This design comes from an exercise in tuning for small area and a short achievable clock period on the open sky130 flow, not from production work. The RTL was checked by simulation tests, not by an equivalence proof against the original design. No activity file was given, so power comes from the tool's default toggle rates.

==> design.v <==
package bp_pkg;
   localparam logic [1:0] CTR_ALLOC = 2'b10;
   function automatic logic [1:0] sat2_next(input logic [1:0] ctr, input logic taken);
      logic [1:0] nxt;
      nxt = ctr;
      case (ctr)
         2'b00:   nxt = taken ? 2'b01 : 2'b00;
         2'b01:   nxt = taken ? 2'b10 : 2'b00;
         2'b10:   nxt = taken ? 2'b11 : 2'b01;
         default: nxt = taken ? 2'b11 : 2'b10;
      endcase
      sat2_next = nxt;
   endfunction
   function automatic logic [31:0] sat_inc32(input logic [31:0] v);
      sat_inc32 = (v == 32'hFFFF_FFFF) ? v : v + 32'd1;
   endfunction
endpackage
module btb_table
#(
   parameter int IDX_BITS = 6,
   parameter int TAG_BITS = 30 - IDX_BITS
) (
   input  logic                clk,
   input  logic                reset,
   input  logic [IDX_BITS-1:0] rd_idx_i,
   output logic                rd_valid_o,
   output logic [TAG_BITS-1:0] rd_tag_o,
   output logic [31:0]         rd_target_o,
   output logic [1:0]          rd_ctr_o,
   input  logic [IDX_BITS-1:0] upd_idx_i,
   output logic                upd_valid_o,
   output logic [TAG_BITS-1:0] upd_tag_o,
   output logic [1:0]          upd_ctr_o,
   input  logic                we_alloc_i,    
   input  logic                we_ctr_i,      
   input  logic [TAG_BITS-1:0] wr_tag_i,
   input  logic [31:0]         wr_target_i,
   input  logic [1:0]          wr_ctr_i
);
   localparam int ENTRIES = 1 << IDX_BITS;
   logic                valid_q  [ENTRIES];
   logic [TAG_BITS-1:0] tag_q    [ENTRIES];
   logic [31:0]         target_q [ENTRIES];
   logic [1:0]          ctr_q    [ENTRIES];
   always_ff @(posedge clk) begin
      if (reset) begin
         for (int i = 0; i < ENTRIES; i++)
            valid_q[i] <= 1'b0;
      end else if (we_alloc_i) begin
         valid_q[upd_idx_i] <= 1'b1;
      end
   end
   always_ff @(posedge clk) begin
      if (we_alloc_i) begin
         tag_q[upd_idx_i]    <= wr_tag_i;
         target_q[upd_idx_i] <= wr_target_i;
      end
   end
   always_ff @(posedge clk) begin
      if (we_ctr_i)
         ctr_q[upd_idx_i] <= wr_ctr_i;
   end
   assign rd_valid_o  = valid_q[rd_idx_i];
   assign rd_tag_o    = tag_q[rd_idx_i];
   assign rd_target_o = target_q[rd_idx_i];
   assign rd_ctr_o    = ctr_q[rd_idx_i];
   assign upd_valid_o = valid_q[upd_idx_i];
   assign upd_tag_o   = tag_q[upd_idx_i];
   assign upd_ctr_o   = ctr_q[upd_idx_i];
endmodule
module branch_predictor
#(
   parameter int IDX_BITS = 6,
   parameter int TAG_BITS = 30 - IDX_BITS
) (
   input  logic        clk,
   input  logic        reset,
   input  logic [31:0] IF_PC,
   output logic        Predict_Taken,
   output logic [31:0] Predict_Target,
   input  logic        Res_Valid,
   input  logic [31:0] Res_PC,
   input  logic        Res_Taken,
   input  logic [31:0] Res_Target,
   input  logic        Res_PredTaken,
   input  logic [31:0] Res_PredTarget,
   output logic        Mispredict,
   output logic [31:0] Redirect_PC,
   output logic [31:0] Branch_Cnt,
   output logic [31:0] Mispredict_Cnt
);
   logic [IDX_BITS-1:0] if_idx, res_idx;
   logic [TAG_BITS-1:0] if_tag, res_tag;
   logic                rd_valid, upd_valid;
   logic [TAG_BITS-1:0] rd_tag, upd_tag;
   logic [31:0]         rd_target;
   logic [1:0]          rd_ctr, upd_ctr;
   logic                if_hit, res_hit;
   logic                we_alloc, we_ctr;
   logic [1:0]          wr_ctr;
   logic [31:0]         branch_cnt_q, mispred_cnt_q;
   assign if_idx  = IF_PC[IDX_BITS+1:2];
   assign if_tag  = IF_PC[31:IDX_BITS+2];
   assign res_idx = Res_PC[IDX_BITS+1:2];
   assign res_tag = Res_PC[31:IDX_BITS+2];
   btb_table #(
      .IDX_BITS(IDX_BITS),
      .TAG_BITS(TAG_BITS)
   ) u_btb (
      .clk         (clk),
      .reset       (reset),
      .rd_idx_i    (if_idx),
      .rd_valid_o  (rd_valid),
      .rd_tag_o    (rd_tag),
      .rd_target_o (rd_target),
      .rd_ctr_o    (rd_ctr),
      .upd_idx_i   (res_idx),
      .upd_valid_o (upd_valid),
      .upd_tag_o   (upd_tag),
      .upd_ctr_o   (upd_ctr),
      .we_alloc_i  (we_alloc),
      .we_ctr_i    (we_ctr),
      .wr_tag_i    (res_tag),
      .wr_target_i (Res_Target),
      .wr_ctr_i    (wr_ctr)
   );
   assign if_hit         = rd_valid && (rd_tag == if_tag);
   assign Predict_Taken  = if_hit && rd_ctr[1];
   assign Predict_Target = if_hit ? rd_target : 32'd0;
   assign res_hit  = upd_valid && (upd_tag == res_tag);
   assign we_alloc = Res_Valid && Res_Taken;
   assign we_ctr   = Res_Valid && (res_hit || Res_Taken);
   assign wr_ctr   = res_hit ? bp_pkg::sat2_next(upd_ctr, Res_Taken) : bp_pkg::CTR_ALLOC;
   assign Redirect_PC = Res_Taken ? Res_Target : Res_PC + 32'd4;
   assign Mispredict  = Res_Valid &&
                        ((Res_Taken != Res_PredTaken) ||
                         (Res_Taken && (Res_PredTarget != Res_Target)));
   always_ff @(posedge clk) begin
      if (reset) begin
         branch_cnt_q  <= 32'd0;
         mispred_cnt_q <= 32'd0;
      end else begin
         if (Res_Valid)
            branch_cnt_q <= bp_pkg::sat_inc32(branch_cnt_q);
         if (Mispredict)
            mispred_cnt_q <= bp_pkg::sat_inc32(mispred_cnt_q);
      end
   end
   assign Branch_Cnt     = branch_cnt_q;
   assign Mispredict_Cnt = mispred_cnt_q;
endmodule
==> run.sh <==
#!/bin/bash
# synth_recipe.tcl (not shown) runs the flow's synth.tcl, then flattens the netlist and writes it again
# the make line also repeats each setting of config.mk as NAME=value (left out here)
make -C /OpenROAD-flow-scripts/flow DESIGN_CONFIG=/design/flow/config.mk WORK_HOME=/design/flow/orfs CLKGATE_MAP_FILE= SYNTH_SCRIPT=/design/flow/synth_recipe.tcl finish
==> config.mk <==
export PLATFORM = sky130hd
export DESIGN_NAME = branch_predictor
export DESIGN_NICKNAME = branch_predictor
export VERILOG_FILES = /design/flow/design.v
export SDC_FILE = /design/flow/constraint.sdc
export NUM_CORES = 4
export LEC_CHECK = 0
export CAP_MARGIN = 20
export CORE_MARGIN = 2
export CORE_UTILIZATION = 55
export CTS_CLUSTER_DIAMETER = 100
export CTS_CLUSTER_SIZE = 30
export PLACE_DENSITY = 0.65
export SLEW_MARGIN = 20
==> constraint.sdc <==
create_clock -name core_clock -period 7.5 [get_ports {clk}]
set_input_delay 1.5000 -clock core_clock [delete_from_list [all_inputs] [get_ports {clk}]]
set_output_delay 1.5000 -clock core_clock [all_outputs]
set_load 0.01 [all_outputs]
==> impl_metrics.csv, run 1 <==
group,metric,value,unit
place,pre_cts_slack,-0.2420,ns
cts,postCtsHoldBufs,0,
global_route,grt_remaining_overflow,0,
sta,setup_ws,-0.05498,ns
cells_and_area,final_util,60.43,%
cts,clock_sinks,3840,
yosys,yosysMostFrequentCell,"edfxtp_1",
worst_setup_path,crit_type,"input port to output port",
drt,avgViaCountPerCell,7.540,
global_route,antenna_found_initial,30,
floorplanning,core,293800,sq um
power,power.density,210.7,nW/um^2
cells_and_area,drive_gt1_share,25.46,%
cts,numCtsBuffers,154,
worst_setup_path,r2r_slack,2.90,ns
yosys,synthTopCellsByArea,"edfxtp_1 (69%), mux4_2 (16%), mux2i_1 (2.4%)",
drt,top_layer,"met5",
sta,worst_slew_pin_slew,1.257,ns
status,status,"finished with violations",
floorplanning,start_util,55.29,%
place,placed_area,172800,sq um
yosys,syn_avg_cell_area,19.56,sq um
global_route,first_global_vias,90970,
yosys,synth_cells,8304,
drt,wl_per_cell,44.14,um
power,p_leak,55.22,nW
drt,drc_errors,0,
yosys,synth_top_cell_by_area,"edfxtp_1",
cells_and_area,syn2layout_area_growth,9.288,%
yosys,syn-num-nets,8440,
drt,wl_met2,254600,um
yosys,synth_edf_count,3712,
min_path,hold-path-cell-count,2,
cts,clk_pin_slew,0.11,ns
worst_setup_path,end_kind,"output port",
sta,rsz0062_at_grt,"false",
sta,fmax,132.4,MHz
sta,final.period_utilization,100.7,%
yosys,ys_ff_latch,3840,
floorplanning,die_width,547.5,um
global_route,grt_max_degree,107,
worst_setup_path,crit_start,"IF_PC[3]",
cells_and_area,multi_input_area,46090,sq um
drt,routed_wl,559100,um
sta,setup-violations-final,14,
place,hpwl,322500,um
floorplanning,die_y,547.5,um
floorplanning,pin_count,263,
cells_and_area,stdcell_count,12670,
cells_and_area,seq_area,114000,sq um
power,ir_drop,0.0002060,V
worst_setup_path,required,6.00,ns
sta,slew_viol_final,0,
min_path,hold_end,"u_btb.valid_q[19]$_DFF_P_",
drt,vias,95510,
drt,first_iter_violations,18300,
yosys,synth_ff_type,"edfxtp_1",
yosys,ys_types,82,
sta,slew_headroom,16.23,%
power,p_total,37.40,mW
yosys,synthArstFlopShare,0,%
flow_run,maxCapViolCount,0,
min_path,hold_start,"u_btb.valid_q[19]$_DFF_P_",
yosys,synth_top_area_share,68.62,%
worst_setup_path,critPathArrivalTime,6.05,ns
drt,antenna_left,0,
global_route,grt_pass1_wl,756100,um
yosys,ys_top_cells_by_count,"edfxtp_1 (3,712), mux4_2 (1,189), mux2i_1 (397)",
global_route,grt_usage,36.94,%
cts,root_buffer,"clkbuf_16",
worst_setup_path,cp_max_fo,46,
sta,holdWs,0.5006,ns
drt,met1Wirelength,196500,um
cts,cts_buffer_depth,4,
worst_setup_path,reg2reg_to,"u_btb.ctr_q[21][1]$_DFFE_PP_",
yosys,ys_seq_area_share,70.20,%
drt,firstDrtPassIters,18,
place,numPortBuffers,260,
cts,clk_latency,0.92,ns
sta,skew,0.05805,ns
sta,fin_crit,7.555,ns
drt,wl_met3,72870,um
sta,hold_violations,0,
place,placed_cells,12410,
place,gp_congestion,0.9293,
worst_setup_path,cp-start-kind,"input port",
status,so_faults,"setup timing",
cts,cts-htree-levels,4,
cts,cts_tree,"built",
min_path,hold_path_class,"flip-flop to flip-flop",
worst_setup_path,r2r-start,"u_btb.tag_q[10][21]$_DFFE_PP_",
floorplanning,die_area,299700,sq um
floorplanning,fp-row-count,199,
worst_setup_path,ff2ff_path_depth,13,
cells_and_area,layout.nets,8806,
sta,tns,-0.1928,ns
cells_and_area,fillers,21000,
yosys,yosysWarnings,2,
yosys,syn_area,162400,sq um
cells_and_area,final_area,177500,sq um
## cell usage in the layout, fill, tap and decap left out, types with 60 or more instances in the layout
cell and instances:
a22oi_1 157, nand2_1 271, xor2_1 101, nand3_1 80
nor2_1 257, nor3_2 62, clkdlybuf4s50_1 189, buf_4 426
a221oi_1 228, mux4_2 1189, nor2_4 67, edfxtp_1 3712
mux2i_1 397, a21oi_1 77, dfxtp_1 128, buf_2 60
buf_12 111, o22ai_1 156, clkbuf_16 162, o21ai_0 141
## what timing repair did
action | in CTS | in global routing
pin swaps | 4 | 3
buffers inserted | 1 | 17
hold endpoints to repair | 0 | 0
cloned | 1 | 1
gates resized for setup | 10 | 10
setup endpoints to repair | 33 | 33
## cell type report
class	instances	area share, %
tap	3919	2.762
timing repair buffer	809	4.511
clock inverter	24	0.1508
inverter	9	0.03171
sequential	3840	64.23
antenna	27	0.03806
multi-input combinational	3856	25.96
clock buffer	184	2.318
## worst max path at each step
stage / to / slack [ns] / depth (start not counted)
5_1_grt: Predict_Target[28] / 0.005 / 16
2_1_floorplan: u_btb.ctr_q[0][0]$_DFFE_PP_ / 0.75 / 12
4_1_cts: Predict_Target[28] / 0.04 / 16
3_3_place_gp: Predict_Target[13] / -0.28 / 14
3_5_place_dp: Predict_Target[28] / -0.24 / 15
6_report: Predict_Target[28] / -0.05 / 15
## routing by layer
layer	vias up	GRT usage [%]
li1	35690	-
met1	50340	50.47
met2	8010	55.99
met4	2	19.13
met3	1468	8.825
met5	-	0
## worst max-delay path, stage by stage
cell and delay (ns):
buf_8 0.23, buf_12 0.31, mux4_2 0.37, mux4_2 0.52
mux2i_1 0.24, o21ai_1 0.22, xnor2_1 0.37, buf_4 0.22
nand4_1 0.27, nor4_4 0.39, buf_4 0.19, buf_6 0.18
buf_12 0.15, and3_1 0.19, clkdlybuf4s50_1 0.55
## power by group
part,internal (mW),switching (mW)
Combinational,1.24,2.02
Clock,4.06,6.51
Sequential,23.5,0.0301
Total,28.8,8.56
## cell families after synthesis
kind of cell | count (synthesis) | share of synthesized area (%)
simple gates | 1047 | 3.264
flops | 3840 | 70.20
xor+xnor | 149 | 0.8034
fa+ha+maj | 4 | 0.02927
buf+inv | 608 | 1.830
mux | 1630 | 19.24
compound gates | 1026 | 4.641
## registers in the layout (all words and copies together) (netlist names)
name,cells
branch_cnt_q,32
mispred_cnt_q,32
u_btb.ctr_q,128
u_btb.tag_q,1536
u_btb.target_q,2048
u_btb.valid_q,64
==> inputs of run 2 (changes only) <==
--- a/config.mk
+++ b/config.mk
@@ -8,7 +8,8 @@
 export CAP_MARGIN = 20
 export CORE_MARGIN = 2
-export CORE_UTILIZATION = 55
+export CORE_UTILIZATION = 40
 export CTS_CLUSTER_DIAMETER = 100
 export CTS_CLUSTER_SIZE = 30
-export PLACE_DENSITY = 0.65
+export PLACE_DENSITY = 0.6
+export SETUP_SLACK_MARGIN = 1.0
 export SLEW_MARGIN = 20
==> impl_metrics.csv, run 2 <==
group,metric,value,unit
status,status,"complete, no violations",
power,power.density,208.3,nW/um^2
worst_setup_path,critPathArrivalTime,5.75,ns
drt,firstDrtPassIters,11,
worst_setup_path,cp_max_fo,26,
cells_and_area,final_util,44.73,%
power,p_leak,56.07,nW
drt,vias,96600,
sta,final.period_utilization,96.64,%
cts,clock_sinks,3840,
yosys,synth_cells,8304,
yosys,synth_edf_count,3712,
cells_and_area,final_common_cell,"edfxtp_1",
drt,antenna_left,0,
cts,cts_tree,"built",
global_route,grt_usage,28.50,%
worst_setup_path,r2r_slack,2.82,ns
yosys,ys_types,82,
sta,setup_ws,0.2522,ns
worst_setup_path,cp-start-kind,"input port",
yosys,synthTopCellsByArea,"edfxtp_1 (69%), mux4_2 (16%), mux2i_1 (2.4%)",
worst_setup_path,r2r-start,"u_btb.tag_q[2][21]$_DFFE_PP_",
yosys,ys_seq_area_share,70.20,%
min_path,hold_end,"u_btb.valid_q[58]$_DFF_P_",
global_route,antenna_found_initial,39,
cells_and_area,largest_reg_flops,2048,
drt,wl_per_cell,41.88,um
cells_and_area,largest-register,"u_btb.target_q",
yosys,syn_area,162400,sq um
global_route,grt_remaining_overflow,0,
sta,slew_viol_final,0,
cells_and_area,drive_gt1_share,27.08,%
cells_and_area,layout.nets,8899,
floorplanning,start_util,40.09,%
floorplanning,fp-row-count,234,
cts,clk_latency,0.99,ns
flow_run,maxCapViolCount,0,
yosys,syn-num-nets,8440,
floorplanning,core,405200,sq um
cells_and_area,reg_top3,"u_btb.target_q (2048), u_btb.tag_q (1536), u_btb.ctr_q (128)",
sta,fin_crit,7.248,ns
place,hpwl,347800,um
min_path,hold_path_class,"flip-flop to flip-flop",
sta,slew_headroom,15.96,%
place,numPortBuffers,260,
yosys,synth_ff_type,"edfxtp_1",
floorplanning,die_y,641.3,um
cts,postCtsHoldBufs,0,
min_path,hold_start,"u_btb.valid_q[58]$_DFF_P_",
cts,numCtsBuffers,156,
yosys,synth_top_cell_by_area,"edfxtp_1",
yosys,synthArstFlopShare,0,%
place,placed_cells,13980,
worst_setup_path,reg2reg_to,"u_btb.ctr_q[49][1]$_DFFE_PP_",
yosys,syn_avg_cell_area,19.56,sq um
yosys,ys_ff_latch,3840,
drt,routed_wl,597400,um
worst_setup_path,required,6.00,ns
sta,fmax,138.0,MHz
cells_and_area,stdcell_count,14270,
place,gp_congestion,0.9419,
worst_setup_path,crit_type,"input port to output port",
yosys,synth_top_area_share,68.62,%
drt,avgViaCountPerCell,6.772,
sta,setup-violations-final,0,
cells_and_area,layout_common_cells,"edfxtp_1 (3,712), mux4_2 (1,189), buf_4 (462)",
yosys,yosysMostFrequentCell,"edfxtp_1",
sta,rsz0062_at_grt,"true",
cts,cts_buffer_depth,4,
worst_setup_path,ff2ff_path_depth,13,
drt,drc_errors,0,
min_path,hold-path-cell-count,2,
yosys,yosysWarnings,2,
sta,hold_violations,0,
cells_and_area,syn2layout_area_growth,11.58,%
global_route,first_global_vias,92710,
sta,worst_slew_pin_slew,1.258,ns
global_route,grt_pass1_wl,799500,um
drt,first_iter_violations,17400,
floorplanning,die_area,411200,sq um
global_route,grt_max_degree,110,
floorplanning,pin_count,263,
place,pre_cts_slack,-0.3675,ns
yosys,ys_top_cells_by_count,"edfxtp_1 (3,712), mux4_2 (1,189), mux2i_1 (397)",
cts,root_buffer,"clkbuf_16",
power,ir_drop,0.0001745,V
cells_and_area,multi_input_area,46330,sq um
worst_setup_path,end_kind,"output port",
cells_and_area,seq_area,114000,sq um
cts,clk_pin_slew,0.10,ns
cts,cts-htree-levels,4,
floorplanning,die_width,641.3,um
cells_and_area,fillers,34350,
sta,skew,0.09191,ns
==> run 2: worst max-delay path by stage <==
stage | from | end | slack (ns)
final | IF_PC[4] | Predict_Target[12] | 0.25
after global placement | IF_PC[2] | Predict_Target[19] | -0.39
after CTS | IF_PC[2] | Predict_Target[3] | 0.47
after floorplan | IF_PC[2] | Predict_Taken | 1.37
after detailed placement | IF_PC[2] | Predict_Target[19] | -0.37
after global routing | IF_PC[3] | Predict_Target[12] | 0.26
==> run 2: critical path: stages <==
cell,delay (ns)
buf_12,0.15
buf_12,0.28
inv_2,0.19
nor2_4,0.10
buf_6,0.20
a32oi_1,0.28
a31oi_1,0.18
a21oi_1,0.35
xnor2_1,0.20
nand4_1,0.44
buf_4,0.31
nor4_4,0.52
buf_12,0.21
buf_12,0.15
buf_12,0.13
buf_8,0.12
and3_4,0.17
buf_6,0.10
==> run 2: layout make-up <==
cell class,instances,area share [%]
antenna,33,0.04556
timing repair buffer,900,5.245
multi-input combinational,3856,25.56
sequential,3840,62.91
tap,5428,3.747
inverter,9,0.02968
clock inverter,27,0.2368
clock buffer,173,2.230
==> run 2: routing by layer <==
metal	GRT usage, %	vias to the layer above	share of wire, %
met5	0	-	0.085
met4	14.91	20	6.3
met3	8.288	1554	13
met2	42.56	7792	44
met1	37.89	51370	36
li1	-	35870	-
==> run 2: repair_timing <==
action	in CTS	in global routing
gates resized for setup	229	21
pin swaps	13	9
cloned	11	1
setup buffers	20	17
setup endpoints to repair	38	36
==> run 2: power by group <==
part / total [mW] / switching (mW) / internal, mW
Sequential: 23.6 / 0.0305 / 23.5
Combinational: 3.43 / 2.13 / 1.30
Clock: 10.8 / 6.68 / 4.08
==> run 2: logic make-up after synthesis <==
family	share of synthesized area [%]
AO/OA/AOI/OAI	4.641
AND/OR/NAND/NOR	3.264
buffers and inverters	1.830
multiplexers	19.24
adder cells (fa/ha/maj)	0.02927
flip-flops	70.20
XOR/XNOR	0.8034
==> run 2: stage by stage <==
stage	instance area (sq um)	hold WS, ns	setup TNS, ns	total power, mW
finish	181300	0.5013	0	37.76
global route	181200	0.5248	0	38.57
CTS	180800	0.5023	0	37.77
detailed placement	175400	0.4809	-7.896	27.33
global placement	175400	0.4628	-8.551	27.29
floorplan	162500	0.4517	0	25.78

static timing again, ports no longer ideal:
In the flow no input, the clock included, has a driving cell. The finished layouts below were timed again as built, in two steps.
Step 1, drivers: a clkbuf_16 drives clk and a buf_2 each remaining input, both assumed.
Step 2 adds t to the input delays and takes it off the output delays; t is the mean of the earliest and latest rising clock arrival at the registers after step 1. Input paths then give back, and output paths get back, about the clock's delay inside the block.
a / b / c = no drivers / after step 1 / after step 2; a / b = the first two.
run | t (ns) | slack for setup (ns) | worst setup path at the end | clock arrival spread, ns | cell pins on the clock port's net
run 1 | 1.010 | -0.055 / -0.241 / -0.241 | input to output | 0.068 / 0.069 | 1
run 2 | 1.054 | 0.252 / -0.066 / -0.066 | input to output | 0.095 / 0.095 | 1
With both steps, setup timing fails in run 2, where it was met with ideal ports. For run 2, which loses most, drivers alone change the setup slack by -0.318 ns; drivers and shift together by -0.318 ns.
